Source: an optimization exercise on an open RTL-to-GDS flow (aim: a short achievable clock period and few clock cycles per item). Production flows keep margins and buffers that such runs may drop.
Only simulation tests tie the RTL to the original design; equivalence was not proved.
No activity file was given, so power comes from the tool's default toggle rates.

--- design/flow/design.v ---
package map_pkg;
  localparam logic [31:0] ram_base    = 32'h3000_0000;   
  localparam logic [31:0] sys_base    = 32'h3000_1000;   
  localparam int unsigned window_bits = 12;              
  typedef enum logic [1:0] {
    tgt_ram  = 2'd0,
    tgt_sys  = 2'd1,
    tgt_none = 2'd2    
  } target_e;
  localparam logic [window_bits-1:0] sys_ctrl_off    = 12'h000;   
  localparam logic [window_bits-1:0] sys_scratch_off = 12'h004;   
  localparam logic [window_bits-1:0] sys_id_off      = 12'h008;   
  localparam logic [31:0] sys_id_value = 32'h4d50_0001;
endpackage
package bus_pkg;
  localparam int unsigned data_width = 32;                
  localparam int unsigned addr_width = 32;                
  localparam int unsigned sel_width  = data_width / 8;    
  typedef struct packed {
    logic                               we;       
    logic [sel_width-1:0]               sel;      
    logic [11:0]                        offset;   
    logic [data_width-1:0]              wdata;    
  } tgt_req_t;
  typedef struct packed {
    logic                  valid;    
    logic [data_width-1:0] rdata;    
  } tgt_rsp_t;
endpackage
`timescale 1ns/1ps
module wb_decoder (
  input  logic                           rst_n_i,     
  input  logic                           wbs_cyc_i,
  input  logic                           wbs_stb_i,
  input  logic                           wbs_we_i,
  input  logic [bus_pkg::addr_width-1:0] wbs_adr_i,
  input  logic                           rd_wait_i,   
  output logic                           ack_o,
  output logic                           err_o
);
  localparam int unsigned hi_width = bus_pkg::addr_width - map_pkg::window_bits;
  localparam logic [hi_width-1:0] ram_hi = hi_width'(map_pkg::ram_base >> map_pkg::window_bits);
  logic req;
  logic mapped;    
  assign req    = wbs_cyc_i && wbs_stb_i && rst_n_i;
  assign mapped = wbs_adr_i[bus_pkg::addr_width-1:map_pkg::window_bits+1] == ram_hi[hi_width-1:1];
  assign ack_o = req && (rd_wait_i || (mapped && wbs_we_i));
  assign err_o = req && !mapped;
endmodule
`timescale 1ns/1ps
module sys_manager (
  input  logic [map_pkg::window_bits-1:0] offset_i,
  input  logic                            proc_run_i,
  input  logic [bus_pkg::data_width-1:0]  scratch_i,
  output logic [bus_pkg::data_width-1:0]  rdata_o
);
  always_comb begin
    case (offset_i)
      map_pkg::sys_ctrl_off:    rdata_o = {{(bus_pkg::data_width-1){1'b0}}, proc_run_i};
      map_pkg::sys_scratch_off: rdata_o = scratch_i;
      map_pkg::sys_id_off:      rdata_o = map_pkg::sys_id_value;
      default:                  rdata_o = '0;
    endcase
  end
endmodule
`timescale 1ns/1ps
module wb_responder #(
  parameter int unsigned n_grp = 4
) (
  input  logic [n_grp-1:0][bus_pkg::data_width-1:0] pick_i,
  input  logic [bus_pkg::data_width-1:0]            sys_rdata_i,
  output logic [bus_pkg::data_width-1:0]            dat_o
);
  always_comb begin
    dat_o = sys_rdata_i;
    for (int g = 0; g < n_grp; g++) begin
      dat_o = dat_o | pick_i[g];
    end
  end
endmodule
`timescale 1ns/1ps
module main_partition #(
  parameter int unsigned ram_words = 256           
) (
  input  logic                           wb_clk_i,
  input  logic                           rst_n_i,
  input  logic                           wbs_cyc_i,
  input  logic                           wbs_stb_i,
  input  logic                           wbs_we_i,
  input  logic [bus_pkg::sel_width-1:0]  wbs_sel_i,
  input  logic [bus_pkg::addr_width-1:0] wbs_adr_i,
  input  logic [bus_pkg::data_width-1:0] wbs_dat_i,
  output logic                           wbs_ack_o,
  output logic                           wbs_err_o,    
  output logic [bus_pkg::data_width-1:0] wbs_dat_o,
  output logic                           proc_rst_n_o  
);
  localparam int unsigned idx_width = $clog2(ram_words);
  localparam int unsigned hi_width  = bus_pkg::addr_width - map_pkg::window_bits;
  localparam int unsigned grp_bits  = 2;                         
  localparam int unsigned n_grp     = 1 << grp_bits;             
  localparam int unsigned grp_words = ram_words / n_grp;         
  localparam logic [hi_width-1:0] ram_hi = hi_width'(map_pkg::ram_base >> map_pkg::window_bits);
  localparam logic [hi_width-1:0] sys_hi = hi_width'(map_pkg::sys_base >> map_pkg::window_bits);
  logic                            req;        
  logic                            ram_sel;    
  logic                            sys_sel;    
  logic                            rd_wait;    
  logic [map_pkg::window_bits-1:0] offset;
  logic [idx_width-1:0]            idx;        
  assign req     = wbs_cyc_i && wbs_stb_i && rst_n_i;
  assign ram_sel = wbs_adr_i[bus_pkg::addr_width-1:map_pkg::window_bits] == ram_hi;
  assign sys_sel = wbs_adr_i[bus_pkg::addr_width-1:map_pkg::window_bits] == sys_hi;
  assign offset  = wbs_adr_i[map_pkg::window_bits-1:0];
  assign idx     = wbs_adr_i[idx_width+1:2];
  wb_decoder inst_wb_decoder (
    .rst_n_i   (rst_n_i  ),
    .wbs_cyc_i (wbs_cyc_i), .wbs_stb_i (wbs_stb_i), .wbs_we_i (wbs_we_i),
    .wbs_adr_i (wbs_adr_i), .rd_wait_i (rd_wait  ),
    .ack_o     (wbs_ack_o), .err_o     (wbs_err_o)
  );
  always_ff @(posedge wb_clk_i or negedge rst_n_i) begin
    if (!rst_n_i) begin
      rd_wait <= 1'b0;
    end else begin
      rd_wait <= req && (ram_sel || sys_sel) && !wbs_we_i && !rd_wait;
    end
  end
  logic [bus_pkg::data_width-1:0] mem [ram_words];
  always_ff @(posedge wb_clk_i) begin
    if (req && ram_sel && wbs_we_i) begin
      for (int b = 0; b < bus_pkg::sel_width; b++) begin
        if (wbs_sel_i[b]) begin
          mem[idx][8*b +: 8] <= wbs_dat_i[8*b +: 8];
        end
      end
    end
  end
  logic [n_grp-1:0][bus_pkg::data_width-1:0] pick;
  always_ff @(posedge wb_clk_i) begin
    for (int g = 0; g < n_grp; g++) begin
      if (!wbs_adr_i[map_pkg::window_bits] && idx[idx_width-1 -: grp_bits] == grp_bits'(g)) begin
        pick[g] <= mem[g * grp_words + int'(idx[idx_width-grp_bits-1:0])];
      end else begin
        pick[g] <= '0;
      end
    end
  end
  logic                           proc_run;    
  logic [bus_pkg::data_width-1:0] scratch;
  logic [bus_pkg::data_width-1:0] sys_rdata;
  always_ff @(posedge wb_clk_i or negedge rst_n_i) begin
    if (!rst_n_i) begin
      proc_run <= 1'b0;
      scratch  <= '0;
    end else if (req && sys_sel && wbs_we_i) begin
      if (offset == map_pkg::sys_ctrl_off && wbs_sel_i[0]) begin
        proc_run <= wbs_dat_i[0];
      end
      if (offset == map_pkg::sys_scratch_off) begin
        for (int b = 0; b < bus_pkg::sel_width; b++) begin
          if (wbs_sel_i[b]) begin
            scratch[8*b +: 8] <= wbs_dat_i[8*b +: 8];
          end
        end
      end
    end
  end
  sys_manager inst_sys_manager (
    .offset_i   (offset   ), .proc_run_i (proc_run),
    .scratch_i  (scratch  ), .rdata_o    (sys_rdata)
  );
  logic [bus_pkg::data_width-1:0] sys_pick;
  always_ff @(posedge wb_clk_i) begin
    sys_pick <= wbs_adr_i[map_pkg::window_bits] ? sys_rdata : '0;
  end
  assign proc_rst_n_o = proc_run;
  wb_responder #(
    .n_grp (n_grp)
  ) inst_wb_responder (
    .pick_i      (pick     ),
    .sys_rdata_i (sys_pick ), .dat_o  (wbs_dat_o)
  );
endmodule
--- design/flow/flow/run.sh ---
#!/bin/bash
# Own layout flow: the standard layout (standard.sh) in two calls. The
# synthesis is the standard one, unchanged. The layout after it places port
# buffers of one fixed strength, splits the load of input ports that feed
# paths to the outputs (flow/isolate.tcl, after global placement) and keeps
# delay cells out of placement, resizing, clock tree and routing repairs. Each call's full output goes to
# a log file of its own in this folder; ORFS keeps its per-step logs under
# orfs/logs.
set -euo pipefail

bash standard.sh synth > standard_synth.log 2>&1

export BUFFER_PORTS_ARGS="-buffer_cell sky130_fd_sc_hd__buf_4"
export POST_GLOBAL_PLACE_TCL="$(pwd)/flow/isolate.tcl"
export DONT_USE_CELLS="sky130_fd_sc_hd__clkdlybuf4s15_1 sky130_fd_sc_hd__clkdlybuf4s15_2 \
sky130_fd_sc_hd__clkdlybuf4s18_1 sky130_fd_sc_hd__clkdlybuf4s18_2 \
sky130_fd_sc_hd__clkdlybuf4s25_1 sky130_fd_sc_hd__clkdlybuf4s25_2 \
sky130_fd_sc_hd__clkdlybuf4s50_1 sky130_fd_sc_hd__clkdlybuf4s50_2 \
sky130_fd_sc_hd__dlygate4sd1_1 sky130_fd_sc_hd__dlygate4sd2_1 sky130_fd_sc_hd__dlygate4sd3_1 \
sky130_fd_sc_hd__dlymetal6s2s_1 sky130_fd_sc_hd__dlymetal6s4s_1 sky130_fd_sc_hd__dlymetal6s6s_1"

bash standard.sh > standard_layout.log 2>&1
--- design/flow/flow/isolate.tcl ---
# Runs after global placement, once the ports have their buffers. For each
# input port whose buffer feeds both logic with a combinational path to an
# output port and other logic, the other logic is moved behind a buffer of
# its own, so that the paths to the outputs see only their own load.
set iso_count 0
set iso_block [ord::get_db_block]
set iso_crit [dict create]
foreach p [get_fanin -to [all_outputs] -flat -trace_arcs timing] {
  dict set iso_crit [get_full_name $p] 1
}
foreach bterm [$iso_block getBTerms] {
  if { [$bterm getIoType] != "INPUT" || [$bterm getSigType] == "CLOCK" } { continue }
  set pname [$bterm getName]
  if { $pname == "wb_clk_i" } { continue }
  set pnet [$bterm getNet]
  if { $pnet == "NULL" } { continue }
  foreach iterm [$pnet getITerms] {
    set buf [get_cells [[$iterm getInst] getName]]
    set outs [get_pins -quiet -of_objects $buf -filter "direction==output"]
    if { [llength $outs] != 1 } { continue }
    set onet [get_nets -quiet -of_objects $outs]
    if { $onet == "" } { continue }
    set crit {}
    set rest {}
    foreach load [get_pins -quiet -of_objects $onet -filter "direction==input"] {
      if { [dict exists $iso_crit [get_full_name $load]] } {
        lappend crit $load
      } else {
        lappend rest $load
      }
    }
    if { [llength $crit] > 0 && [llength $rest] > 1 } {
      insert_buffer -buffer_cell sky130_fd_sc_hd__buf_8 -net [get_full_name $onet] -load_pins $rest
      incr iso_count
      puts "isolate: $pname keeps [llength $crit] loads, [llength $rest] behind a buffer"
    }
  }
}
puts "isolate: $iso_count port nets split"
--- design/flow/standard.sh ---
#!/bin/bash
# synth_recipe.tcl (not shown) runs the flow's synth.tcl, then flattens the netlist and writes it again
# the make line also repeats each setting of config.mk as NAME=value (left out here)
make -C /OpenROAD-flow-scripts/flow DESIGN_CONFIG=/design/flow/config.mk WORK_HOME=/design/flow/orfs CLKGATE_MAP_FILE= SYNTH_SCRIPT=/design/flow/synth_recipe.tcl "${@:-finish}"
--- design/flow/config.mk ---
export PLATFORM = sky130hd
export DESIGN_NAME = main_partition
export DESIGN_NICKNAME = main_partition
export VERILOG_FILES = /design/flow/design.v
export SDC_FILE = /design/flow/constraint.sdc
export NUM_CORES = 4
export LEC_CHECK = 0
export ABC_CLOCK_PERIOD_IN_PS = 1000
export CAP_MARGIN = 40
export CORE_MARGIN = 2
export CORE_UTILIZATION = 50
export SETUP_SLACK_MARGIN = 4.2
export SLEW_MARGIN = 60
export SYNTH_HIERARCHICAL = 1
export SYNTH_MEMORY_MAX_BITS = 16384
export TNS_END_PERCENT = 20
--- design/flow/constraint.sdc ---
create_clock -name core_clock -period 8.0 [get_ports {wb_clk_i}]
set_input_delay 1.6000 -clock core_clock [delete_from_list [all_inputs] [get_ports {wb_clk_i}]]
set_output_delay 1.6000 -clock core_clock [all_outputs]
set_load 0.01 [all_outputs]
==> results.toml <==
[floorplanning]
core_area_um2 = 637000
die_h_um = 804
start_util_pct = 50.2
die-area_um2 = 646000
pin_count = 108
num_rows = 293
die_w_um = 804

[clock_network]
cts.path.max_buffers = 4
path_clk_slew_ns = 0.06
cts_root_buffer = "clkbuf_16"
clkLatencyLatePin_ns = 1.14
cts_tree = "yes"
htree_levels = 6
cts_hold_buf = 0
cts_sinks = 8386
cts_buffers = 820

[yosys]
avgSynthCellArea_um2 = 21.9
yosysUniqueCellTypes = 43
async_reset_ff_share_pct = 0.405
synthFlopType = "edfxtp_1"
synth_warnings = 9
synth_common_cells = "edfxtp_1 (8192), mux4_2 (2048), nor2_1 (1091)"
syn_nets = 14700
synth-seq-cells = 8386
yosysTopAreaCell = "edfxtp_1"
synthesis.area_um2 = 320000
yosysMostFrequentCell = "edfxtp_1"
seq_area_frac_synth_pct = 78.2
synth_edf_count = 8192
netlist_instances = 14600
synth.top_cell.area_share_pct = 77.0
yosys-top-cells-area = "edfxtp_1 (77%), mux4_2 (14%), a22oi_1 (1.8%), nor2_1 (1.3%), dfxtp_1 (1.0%)"

[worst_setup_path]
r2r_cells = 5
cp-endpoint = "wbs_err_o"
r2r-end = "pick[118]"
r2r_setup_slack_ns = 5.72
crit_fanout = 2
startpoint_type = "input pin"
crit_path_start = "wbs_adr_i[31]"
worst-setup-path-type = "in2out"
cp.required_ns = 6.40
cp_data_arrival_time_ns = 2.52
end_kind = "primary output"
reg2reg_from = "mem[234][22]"

[detailed_routing]
drt-total-wl_um = 854000
drc = 0
first_iter_violations = 20300
avgViaCountPerCell = 6.35
antenna_left = 0
vias = 154000
first_pass_iters = 6
wl_per_cell_um = 35.2

[cells_and_area]
drive_above_1_share_pct = 33.7
seq_area_um2 = 250000
finalNetCount = 15200
multi_input_area_um2 = 70300
fillers = 45100
fin_area_um2 = 368000
area_growth_pct = 15.1

[sta]
rsz0062_at_grt = "yes"
fin_setup_tns_ns = 0
setup_viol = 0
fmax_mhz = 243
hold_viol_final = 0
period_share_pct = 51.4
holdWs_ns = 0.467
finalMaxSlewViolations = 0
worst_pin_slew_ns = 0.679
fin_crit_ns = 4.12
maxSlewHeadroom_pct = 54.6
finalClockSkew_ns = 0.0367

[worst_hold_path]
holdPathStages = 1
hp-class = "reg2reg"

[placement]
dpl.hpwl_um = 550000
place_area_um2 = 338000
io_buffers = 107

[global_routing]
grt_first_pass_wirelength_um = 1200000
grt_max_degree = 114
grt_pass1_vias = 153000
grt_usage_pct = 26.0
grt-ovfl-total = 0
antenna_found_initial = 29

[power]
power_density_nw_per_um2 = 248
leakagePower_nw = 113
irDropWorstVdd_uv = 233

[flow_run]
max_cap_violations = 0

[outcome]
status = "no timing/DRC/antenna violations"
==> cell type report <==
type	count	area share (%)
multi-input cells	5325	19.1
repair buffers	602	2.72
diodes	4	0.00272
clock buffers	1020	5.96
inverters	2	0.00204
well taps	8407	2.86
clock inverters	498	1.37
flip-flops and latches	8386	68.0
==> critical path, cell delays in order <==
cell	delay, ns
buf_6	0.10
nor4_4	0.25
nand4_1	0.21
o21a_1	0.24
buf_6	0.12
==> per-module statistics from Yosys (local to each module, per instance), a selection <==
module          flops+latches  times used  cell area (um2)
sys_manager                 0           1              820
wb_decoder                  0           1             95.1
main_partition           8386           1           318000
==> worst min path at each step <==
| stage | startpoint | end | slack [ns] |
|---|---|---|---|
| finish | rd_wait | rd_wait | 0.47 |
| global route | rst_n_i | scratch[28] | 0.46 |
| global placement | rd_wait | rd_wait | 0.46 |
| CTS | rst_n_i | scratch[18] | 0.42 |
| detailed placement | rd_wait | rd_wait | 0.43 |
| floorplan | rd_wait | rd_wait | 0.41 |
==> registers in the layout, indices dropped and copies added, names as in the netlist <==
signal,flops
mem,8192
pick,128
proc_run,1
rd_wait,1
scratch,32
sys_pick,32
==> through the flow <==
step           utilization [%]  setup slack (ns)  total power (W)  cells
6_report                  57.8              3.88           0.0913  24200
4_1_cts                   57.4              3.95           0.0918  24200
2_1_floorplan                -              4.13           0.0512  14600
3_3_place_gp              52.0              2.00           0.0531  22500
3_5_place_dp              53.0              2.31           0.0534  22700
5_1_grt                   57.8              3.80           0.0936  24200
==> repair_timing <==
action                                  in CTS  in global routing
gates resized for setup                    237                 66
endpoints found under the setup margin    1250               1905
cloned                                      12                  7
pin swaps                                   45                  5
buffers inserted                             5                  1
==> kinds of logic after synthesis <==
kind of cell | synth area share, %
AOI/OAI and AO/OA | 2.85
DFF | 78.2
buffers and inverters | 1.23
and+or+nand+nor | 2.35
muxes | 15.3
==> per-layer routing <==
metal	wire length, um	track usage (%)
met1	351000	38.8
met2	393000	39.3
met3	81700	5.55
met4	28600	7.77
met5	61	0
==> cell usage in the layout, fill, tap and decap left out, types with 127 or more instances in the layout <==
cell type  instances
nand2_1          323
clkinv_1         157
clkinv_2         151
nor2_2           926
o22a_1           127
mux4_2          2048
a22oi_1          768
edfxtp_1        8192
buf_4            182
dfxtp_1          128
nand2_2          211
clkbuf_16        849
clkbuf_1         160
buf_16           144
mux2i_1          254
nor2_4           142
==> power breakdown <==
group	internal, W	switching (W)
logic	0.00161	0.00267
registers	0.0482	0.0000650
clock network	0.0223	0.0164
total	0.0721	0.0192
Testbench counts, summed over its fixed seeds: cycles 11,838, items 8,000.

-- separate check: timing with driven ports --
The results above use ideal ports. As a check the final layout listed here was re-extracted and re-timed, cells and wires unchanged.
Step 1 assumes that a clkbuf_16 drives the clock port and a buf_2 every other input.
Step 2, shift: input delay + t, output delay - t, t = (earliest + latest rising clock arrival at the registers) / 2. This alone moves slack from input paths to output paths.
Slacks: ideal / step 1 / step 2; pairs: ideal / step 1.
t, ns: 1.242
setup slack, ns: 3.884 / 3.846 / 2.857
worst hold slack (ns): 0.467 / 0.418 / 0.467
clock arrival spread, ns: 0.045 / 0.045
pins driven straight from the clock port: 1
After both steps this run still meets setup and hold. For this run, drivers alone change the setup slack by -0.038 ns; drivers and shift together by -1.027 ns.
